What follows belongs to an exercise in optimizing a design on an open flow for small area, a short achievable clock period and few clock cycles per item; a production flow would make more cautious choices.
The RTL was checked by simulation tests, not by an equivalence proof against the original design.

==> flow/design.v (outline; a module is shown in full before it is edited, if it fits) <==
// module hsl_fa: 10 lines
// module hsl_ha: 9 lines
// module hsl_to_rgb_converter: 3590 lines
module hsl_to_rgb_converter (
	input  logic clk,
	input  logic arst_n,
	input  logic hsl_valid,
	output logic hsl_stall,
	input  hsl_pkg::hsl_t hsl,
	output logic rgb_valid,
	input  logic rgb_stall,
	output hsl_pkg::rgb_t rgb
);
  // ...
==> flow/run.sh <==
#!/bin/bash
# synth_recipe.tcl (not shown) runs the flow's synth.tcl, then flattens the netlist and writes it again
# the make line also repeats each setting of config.mk as NAME=value (left out here)
make -C /OpenROAD-flow-scripts/flow DESIGN_CONFIG=/design/flow/config.mk WORK_HOME=/design/flow/orfs CLKGATE_MAP_FILE= SYNTH_SCRIPT=/design/flow/synth_recipe.tcl finish
==> flow/config.mk <==
export PLATFORM = sky130hd
export DESIGN_NAME = hsl_to_rgb_converter
export DESIGN_NICKNAME = hsl_to_rgb_converter
export VERILOG_FILES = /design/flow/design.v
export SDC_FILE = /design/flow/constraint.sdc
export NUM_CORES = 4
export LEC_CHECK = 0
export CAP_MARGIN = 20
export CORE_MARGIN = 2
export CORE_UTILIZATION = 40
export SETUP_SLACK_MARGIN = 3.4
export SLEW_MARGIN = 20
export SYNTH_HIERARCHICAL = 1
export SYNTH_MINIMUM_KEEP_SIZE = 0
==> flow/constraint.sdc <==
create_clock -name core_clock -period 7.0 [get_ports {clk}]
set_input_delay 1.4000 -clock core_clock [delete_from_list [all_inputs] [get_ports {clk}]]
set_output_delay 1.4000 -clock core_clock [all_outputs]
set_load 0.01 [all_outputs]
==> metrics.md, run 1 <==
| Metric | Value |
|---|---|
| Post-DP HPWL | 28590 um |
| Pre-CTS WS | 2.741 ns |
| Async SR Flop Fraction | 0.02151 |
| Largest family of logic cells by synthesized area | adder cells |
| Met1 WL | 17710 um |
| Min setup slack post-route | 3.324 ns |
| Synth Area in Compound Gates | 0.1348 |
| Adder-cell share of the synthesized area | 0.3042 |
| Biggest registers after layout | r3 (72), ro (24), P2 (16) |
| Setup Crit Path Kind | reg2reg |
| Top cell class by occupied area | multi-input combinational cells |
| Post-Route WL | slightly above 40000 um |
| Fraction of layout cells with a size suffix above 1 | 0.1595 |
| Largest net degree at the start of global routing | 80 |
| Clk tree area frac | 0.02889 |
| Post-synth top area cell | edfxtp_1 |
| Setup TNS | 0 ns |
| Post-synth top cells | edfxtp_1 (182), xnor2_1 (177), fa_1 (169), ha_1 (148), a22oi_1 (120) |
| Post-route cell area | 0.02035 mm2 |
| Die Wd | 211.4 um |
| CP peak stage delay | 0.54 ns |
| Initial Util | 0.4075 |
| Commonest non-fill, non-tap cell in the layout | edfxtp_1 |
| Seq cells | 186 |
| Unrepaired setup endpoints after global routing | true |
| Post-synthesis simple-gate area fraction | 0.07919 |
| Hold endpoint | sec3[1] |
| Highest metal used | met4 |
| Most common flop cell mapped by yosys | edfxtp_1 |
| Cell row count | 75 |
| Multi-input logic area | 0.01158 mm2 |
| Multi-input combinational cell count | 1160 |
| Fraction of area in multi-input gates | 0.5691 |
| Die height | 211.4 um |
| Signal buffers | 179 |
| Met3 wire length | 1775 um |
| Remaining antenna violation count | 0 |
| Status | complete, no violations |
| Area grow syn2layout | 18.29% |
Testbench counts, summed over its fixed seeds: cycles 16,032, items 16,000.
==> inputs of run 2 (changes only) <==
--- a/flow/config.mk
+++ b/flow/config.mk
@@ -10,3 +10,3 @@
 export CORE_UTILIZATION = 40
-export SETUP_SLACK_MARGIN = 3.4
+export SETUP_SLACK_MARGIN = 3.0
 export SLEW_MARGIN = 20
==> metrics.md, run 2 <==
| Metric | Value |
|---|---|
| Buffer and inverter count on the worst path | 3 |
| Setup Skew | 0.01150 ns |
| Relative slew slack | 0.2297 |
| Synth top area cells | edfxtp_1 (32%), fa_1 (20%), ha_1 (11%) |
| Cell chain of the critical path | clkbuf_4 -> nand2_8 -> inv_1 -> clkdlybuf4s50_1 |
| Seq/Total Area, Yosys | 0.3234 |
| Max Transition Viols Final | 0 |
| Clk pin slew, worst setup/hold paths | 0.06 ns |
| Clock root cell | clkbuf_16 |
| Arr. time, crit path | 2.48 ns |
| Ys Warns | 7 |
| First-pass GRT wire length | 63400 um |
| MaxCap Viol Count | 0 |
| DRT Pass-1 Iters | 6 |
| Fmax | about 260 MHz |
| Cell row count | 75 (unchanged) |
| Commonest non-fill, non-tap cell in the layout | edfxtp_1 |
| Post-synth EDFFs | 182 |
| Clock latency (worst-skew pair) | 0.47 ns |
| Count leader, synth | edfxtp_1 |
| Post-synth top area cell | edfxtp_1 |
| PortBufs | 62 |
| Hold Buf Count CTS | 0 |
| GRT Util Overall | 0.1836 |
| DR vias/cell | 5.539 |
| Async SR Flop Fraction | 0.02151 (unchanged) |
| Yosys reg bits | 186 |
| CTS sink count | 186 |
| Remaining antenna violation count | 0 (unchanged) |
| Final setup vio count | 0 |
| Status | complete, no violations |
| Final Hold Vio Count | 0 |
| H-tree depth | 4 |
| Top reg by flops | r3 |
| Routed len/inst | 18.91 um |
| Nets@finish | 1932 |
| Mapped Avg Cell Area | roughly 11 um2 |
| Die height | 211.4 um (unchanged) |
| Unrepaired setup endpoints after global routing | true |
| Post-route DRC violation count | 0 |
| Die footprint | 0.04469 mm2 |
| CP peak stage delay | 0.53 ns (about the same) |
| Mapped Cells | approximately 1500 |
| Post-DP HPWL | 28400 um (-0.65%) |
| Setup TNS | 0 ns (unchanged) |
| Grt ovf | 0 |
| Slowest-stage cell, CP | clkdlybuf4s50_1 |
| Synthesized cell area | approximately 0.017 mm2 |
| Initial antenna violation count | 0 |
| Post-Route WL | 40290 um (-2.6%) |
| Maximum clock insertion buffer count | 2 |
| Core ar. | 0.04223 mm2 |
| Synth top area share | 0.3176 |
| Routed vias | 11800 |
| Cell family with most CP delay | buffers and inverters |
| Min-delay worst type | reg2reg |
| Final GP Congestion | 0.8293 |
| Minimum clock period | between 3 and 4 ns |
| Worst EP required | 5.60 ns |
| Largest net degree at the start of global routing | 85 (+6.3%) |
| Biggest registers after layout | r3 (72), ro (24), P2 (16) |
| Startpoint class of the critical path | input pin |
| Max FFs per register | slightly above 70 |
| Area grow syn2layout | 12.08% |
| Post-synth top cells | edfxtp_1 (182), xnor2_1 (177), fa_1 (169), ha_1 (148), a22oi_1 (120) |
| Most common flop cell mapped by yosys | edfxtp_1 |
| Yosys cell types | 73 |
| Crit end category | primary output |
| Die Wd | 211.4 um (unchanged) |
| Vias in the first global route | 11420 |
| Final worst-path cycle share | 0.5546 |
| Setup Crit Path Kind | in2out |
| Initial Util | 0.4075 (unchanged) |
| Fraction of layout cells with a size suffix above 1 | 0.08171 (-0.07781) |
| Fillers | 3924 |
| Antenna diodes | 0 |
| DR iter-0 viols | 919 |
| CP max FO | 26 |
| CTS tree | yes |
| Most frequent cells in the layout | edfxtp_1 (182), xnor2_1 (176), fa_1 (169), ha_1 (148), a22oi_1 (120) |
| Slew @ Worst Pin | 1.155 ns |
| Ports | 63 |
| Total CTS buffers | 17 |
[run 2: cell counts after synthesis]
Identical to the previous run, type by type.
[run 2: kinds of logic (layout without fill, tap and decap cells)]
group	count (synthesis)	after routing	share of synthesized area
muxes	17	17	0.01200
DFF	186	186	0.3234
xor gates and xnor gates	202	202	0.1028
other	1	7	0.0002179
buffers and inverters	198	245	0.04327
AOI/OAI and AO/OA	338	338	0.1348
and+or+nand+nor	277	279	0.07919
adders and majority gates	317	317	0.3042
[run 2: final timing paths]
path / to / from / slack (ns) / cells past startpoint
worst max register to register: ro[17] / r3[17] / 3.14 / 12
worst min register to register: sec3[0] / sec2[0] / 0.42 / 0
worst max-delay path: hsl_stall / rgb_stall / 3.12 / 4
worst min-delay path: sec3[0] / sec2[0] / 0.42 / 0
min in group asynchronous: vo / arst_n / 1.14 / 1
max in group asynchronous: v1 / arst_n / 5.70 / 1
[run 2: worst register-to-register path, cell delays in order (launching register included)]
cell,delay [ns]
edfxtp_1,0.44
fa_1,0.58
fa_1,0.42
ha_1,0.31
nand4_1,0.18
nor2_1,0.09
a221oi_2,0.34
a21boi_0,0.18
o21ai_1,0.25
a211oi_2,0.17
a2111oi_0,0.44
a21o_1,0.13
a21oi_1,0.04
[run 2: layout make-up]
| type | count | area (um2) | area share |
|---|---|---|---|
| Clock buffer | 18 | 429.2 | 0.02225 |
| Clock inverter | 14 | 163.9 | 0.008499 |
| Inverter | 98 | 367.9 | 0.01907 |
| Multi-Input combinational cell | 1160 | 11060 | 0.5737 |
| Sequential cell | 186 | 5565 | 0.2886 |
| Tap cell | 539 | 674.4 | 0.03497 |
| Timing Repair Buffer | 115 | 1021 | 0.05294 |
[run 2: per-stage QoR]
step                      hold WS, ns    util  cell area [um2]  worst slack, ns  std cells
after floorplan                0.4003       -            17250            3.168       1542
after global placement         0.4047  0.4316            18220            2.404       2051
after detailed placement       0.4080  0.4319            18240            2.414       2052
after CTS                      0.4228  0.4497            18990            2.878       2099
after global routing           0.4252  0.4567            19280            2.994       2130
final                          0.4235  0.4567            19280            3.118       2130
[run 2: per-module statistics from Yosys, one instance, submodules excluded]
module                flops+latches  cell area, um2
hsl_to_rgb_converter            186           13390
hsl_ha                            0           12.51
hsl_fa                            0           20.02
[run 2: timing repair]
action | CTS | global route
endpoints found under the setup margin | 15 | 23
resized for setup | 9 | 15
gates cloned | 2 | 0
buffers inserted | 13 | 31
pin swaps | 1 | 2
[run 2: per-layer routing]
layer,part of all wire,GRT usage,up-vias,wire [um]
met1,0.45,0.2486,5859,18000
met4,0.023,0.05804,0,929
met2,0.48,0.3046,358,19460
met3,0.047,0.02670,59,1889
met5,0,0,-,0
li1,-,-,5522,-
==> inputs of run 3 (changes only) <==
==> flow/flow/run.sh (new file) <==
#!/bin/bash
# Layout flow: the standard flow (standard.sh) unchanged, except that the
# port buffers that global placement inserts are buf_2 cells rather than the
# default choice. Its full output goes to standard.log in this folder.
cp standard.sh standard_sh.txt.log
export BUFFER_PORTS_ARGS="-buffer_cell sky130_fd_sc_hd__buf_2"
bash standard.sh > standard.log 2>&1
==> flow/standard.sh (new file) <==
#!/bin/bash
# synth_recipe.tcl (not shown) runs the flow's synth.tcl, then flattens the netlist and writes it again
# the make line also repeats each setting of config.mk as NAME=value (left out here)
make -C /OpenROAD-flow-scripts/flow DESIGN_CONFIG=/design/flow/config.mk WORK_HOME=/design/flow/orfs CLKGATE_MAP_FILE= SYNTH_SCRIPT=/design/flow/synth_recipe.tcl "${@:-finish}"
removed: flow/run.sh
==> metrics.md, run 3 <==
| Metric | Value |
|---|---|
| Status | complete, no violations |
| CTS tree | yes |
| Minimum clock period | 3.861 ns (-0.02069 ns) |
| Top reg by flops | r3 |
| Yosys cell types | 73 (unchanged) |
| Final setup vio count | 0 (unchanged) |
| Cell family with most CP delay | compound AO/OA/AOI/OAI gates |
| Synth top area cells | edfxtp_1 (32%), fa_1 (20%), ha_1 (11%) |
| Post-synth top cells | edfxtp_1 (182), xnor2_1 (177), fa_1 (169), ha_1 (148), a22oi_1 (120) |
| GRT Util Overall | 0.1773 (-0.006296) |
| Hold_ws | 0.4208 ns (-0.002703 ns) |
| Total CTS buffers | 17 (unchanged) |
| Worst EP required | 7.27 ns (+1.67 ns) |
| Biggest registers after layout | r3 (72), ro (24), P2 (16) |
| Nets@finish | 1929 (-0.16%) |
| Worst hold start | sec2[1] |
| Synthesized cell area | 0.01721 mm2 (unchanged) |
| Core ar. | 0.04223 mm2 (unchanged) |
| Startpoint class of the critical path | flip-flop |
| Crit end category | flip-flop |
| Die height | 211.4 um (unchanged) |
| Vias in the first global route | 11650 (+2.0%) |
| Setup TNS | 0 ns (unchanged) |
| Max Transition Viols Final | 0 (unchanged) |
| PortBufs | 62 (unchanged) |
| MaxCap Viol Count | 0 (unchanged) |
| Initial antenna violation count | 1 (+1) |
| Seq/Total Area, Yosys | 0.3234 (unchanged) |
| Fmax | 259.0 MHz (+0.54%) |
| Min-delay worst type | reg2reg |
| CTS sink count | 186 (unchanged) |
| Mapped Cells | 1536 (unchanged) |
| Setup Crit Path Kind | reg2reg |
| Cell row count | 75 (unchanged) |
| Synth top area share | 0.3176 (unchanged) |
| Placed cell areas | 0.01797 mm2 (-1.5%) |
| Async SR Flop Fraction | 0.02151 (unchanged) |
| Setup crit start | r3[13] |
| DR iter-0 viols | 785 (-15%) |
| Post-DP HPWL | 29100 um (+2.5%) |
| Final worst-path cycle share | 0.5516 (-0.002956) |
| Post-Route WL | 38670 um (-4.0%) |
| Ys Warns | 7 (unchanged) |
| Cell mode on critical path | fa_1 |
| Antenna diodes | 0 (unchanged) |
| Die footprint | 0.04469 mm2 (unchanged) |
| Clock root cell | clkbuf_16 |
| Buffer and inverter count on the worst path | 0 (-3) |
| Maximum clock insertion buffer count | 2 (unchanged) |
| Largest net degree at the start of global routing | 117 (+38%) |
| Clk pin slew, worst setup/hold paths | 0.08 ns (+0.02 ns) |
| CP max FO | 5 (-81%) |
| CP peak stage delay | 0.57 ns (+0.04 ns) |
| DR vias/cell | 5.472 (-1.2%) |
| Commonest non-fill, non-tap cell in the layout | edfxtp_1 |
| Relative slew slack | 0.3968 (+0.1671) |
| Slowest-stage cell, CP | fa_1 |
| Routed vias | 11640 (-1.3%) |
| Mapped Avg Cell Area | 11.20 um2 (unchanged) |
| Setup Skew | 0.01329 ns (+0.001786 ns) |
| Die Wd | 211.4 um (unchanged) |
| Remaining antenna violation count | 0 (unchanged) |
| Reg2Reg Depth | 12 (unchanged) |
| Most frequent cells in the layout | edfxtp_1 (182), xnor2_1 (176), fa_1 (169), ha_1 (148), a22oi_1 (120) |
| Ports | 63 (unchanged) |
| Routed len/inst | 18.18 um (-3.9%) |
| Count leader, synth | edfxtp_1 |
| R2R Path End | ro[17] |
| Area grow syn2layout | 10.14% |
| Slew @ Worst Pin | 0.9047 ns (-0.2507 ns) |
| Grt ovf | 0 (unchanged) |
| Final Hold Vio Count | 0 (unchanged) |
| Reg2reg start | r3[13] |
| Post-synth EDFFs | 182 (unchanged) |
| Register-to-register path setup slack | 3.14 ns (about the same) |
| Max FFs per register | 72 (unchanged) |
| Initial Util | 0.4075 (unchanged) |
| Hold endpoint | sec3[1] |
| DRT Pass-1 Iters | 7 (+1) |
| First-pass GRT wire length | 61880 um (-2.4%) |
| Yosys reg bits | 186 (unchanged) |
| Fraction of layout cells with a size suffix above 1 | 0.1171 (+0.03542) |
| Cell chain of the critical path | fa_1 -> fa_1 -> ha_1 -> nand4_1 -> nor3_1 -> a2bb2oi_2 -> a21boi_0 -> o21ai_1 -> a211oi_2 -> a2111oi_1 -> a21o_1 -> a21oi_1 |
| Post-synth top area cell | edfxtp_1 |
| H-tree depth | 4 (unchanged) |
| Final GP Congestion | 0.8435 (+1.7%) |
| Post-route cell area | 0.01895 mm2 (-1.7%) |
| Most common flop cell mapped by yosys | edfxtp_1 |
| Arr. time, crit path | 4.13 ns (+1.65 ns) |
| Clock latency (worst-skew pair) | 0.45 ns (-0.02 ns) |
| Hold Path Depth | 0 (unchanged) |
| Unrepaired setup endpoints after global routing | true |
| Post-route DRC violation count | 0 (unchanged) |
[run 3: cell counts after synthesis]
No cell type changed its count.
[run 3: how the worst max path moves through the flow]
stage,end,slack (ns),depth (start not counted)
after floorplan,P2[14],3.17,14
after detailed placement,r3[63],2.78,12
final,ro[17],3.14,12
after CTS,r3[63],2.86,12
after global routing,ro[16],2.93,12
after global placement,ro[17],2.87,11
[run 3: kinds of logic (layout without fill, tap and decap cells)]
group	count (synthesis)	count (layout)	share of synthesized area
adder cells (fa/ha/maj)	317	317	0.3042
buffers and inverters	198	244	0.04327
multiplexers	17	17	0.01200
other	1	7	0.0002179
XOR/XNOR	202	202	0.1028
AO/OA/AOI/OAI	338	338	0.1348
AND/OR/NAND/NOR	277	277	0.07919
flip-flops	186	186	0.3234
[run 3: cell type report]
class                   count  area, um2
clock buffers              17      425.4
clock inverters            15      200.2
fillers                  3925      23280
inverters                  98      367.9
multi-input cells        1158      11020
flip-flops and latches    186       5565
well taps                 539      674.4
repair buffers            114      700.7
[run 3: modules after synthesis, one instance, submodules excluded]
module,cells,flops+latches
hsl_fa,1,0
hsl_ha,1,0
hsl_to_rgb_converter,1328,186
[run 3: layer usage]
metal,vias to the layer above,track usage,wire length [um]
met5,-,0,13
met4,2,0.05828,775
met3,49,0.02774,1743
met2,304,0.2886,18580
met1,5771,0.2428,17560
li1,5514,-,-
[run 3: what timing repair did]
| action | 4_1_cts | 5_1_grt |
|---|---|---|
| hold buffers | 0 | 0 |
| resized for setup | 4 | 10 |
| buffers inserted | 3 | 35 |
| endpoints found under the hold margin | 0 | 0 |
| endpoints found under the setup margin | 8 | 19 |
| pin swaps | 0 | 0 |
[run 3: through the flow]
| step | utilization | setup WS [ns] | std cells |
|---|---|---|---|
| final | 0.4488 | 3.139 | 2127 |
| after global routing | 0.4488 | 2.935 | 2127 |
| after CTS | 0.4414 | 2.860 | 2092 |
| after detailed placement | 0.4255 | 2.782 | 2057 |
| after global placement | 0.4253 | 2.872 | 2057 |
| after floorplan | - | 3.168 | 1542 |

-- port drivers added, routing unchanged --
How much do the figures lean on ideal ports? The routed layouts below were timed once more, with nothing changed but the port constraints.
Step 1, drivers: a clkbuf_16 drives clk and a buf_2 each remaining input, both assumed.
Step 2 adds t to the input delays and takes it off the output delays; t is the mean of the earliest and latest rising clock arrival at the registers after step 1. Input paths then give back, and output paths get back, about the clock's delay inside the block.
Three values: no drivers, after step 1, after step 2; two values: the first two.
run | shift t [ns] | slack for setup (ns) | clock arrival spread, ns | worst register clock-pin slew, ns | pins driven straight from the clock port
run 1 | 0.508 | 3.324 / 3.324 / 3.064 | 0.017 / 0.017 | 0.08 / 0.08 | 1
run 2 | 0.512 | 3.118 / 3.092 / 2.925 | 0.012 / 0.012 | 0.07 / 0.07 | 1
run 3 | 0.497 | 3.139 / 3.139 / 3.139 | 0.016 / 0.015 | 0.08 / 0.08 | 1
After both steps setup and hold are still met in every run listed. The setup slack of run 1, which loses most, moves by 0.000 ns with the drivers and by -0.260 ns with both steps.
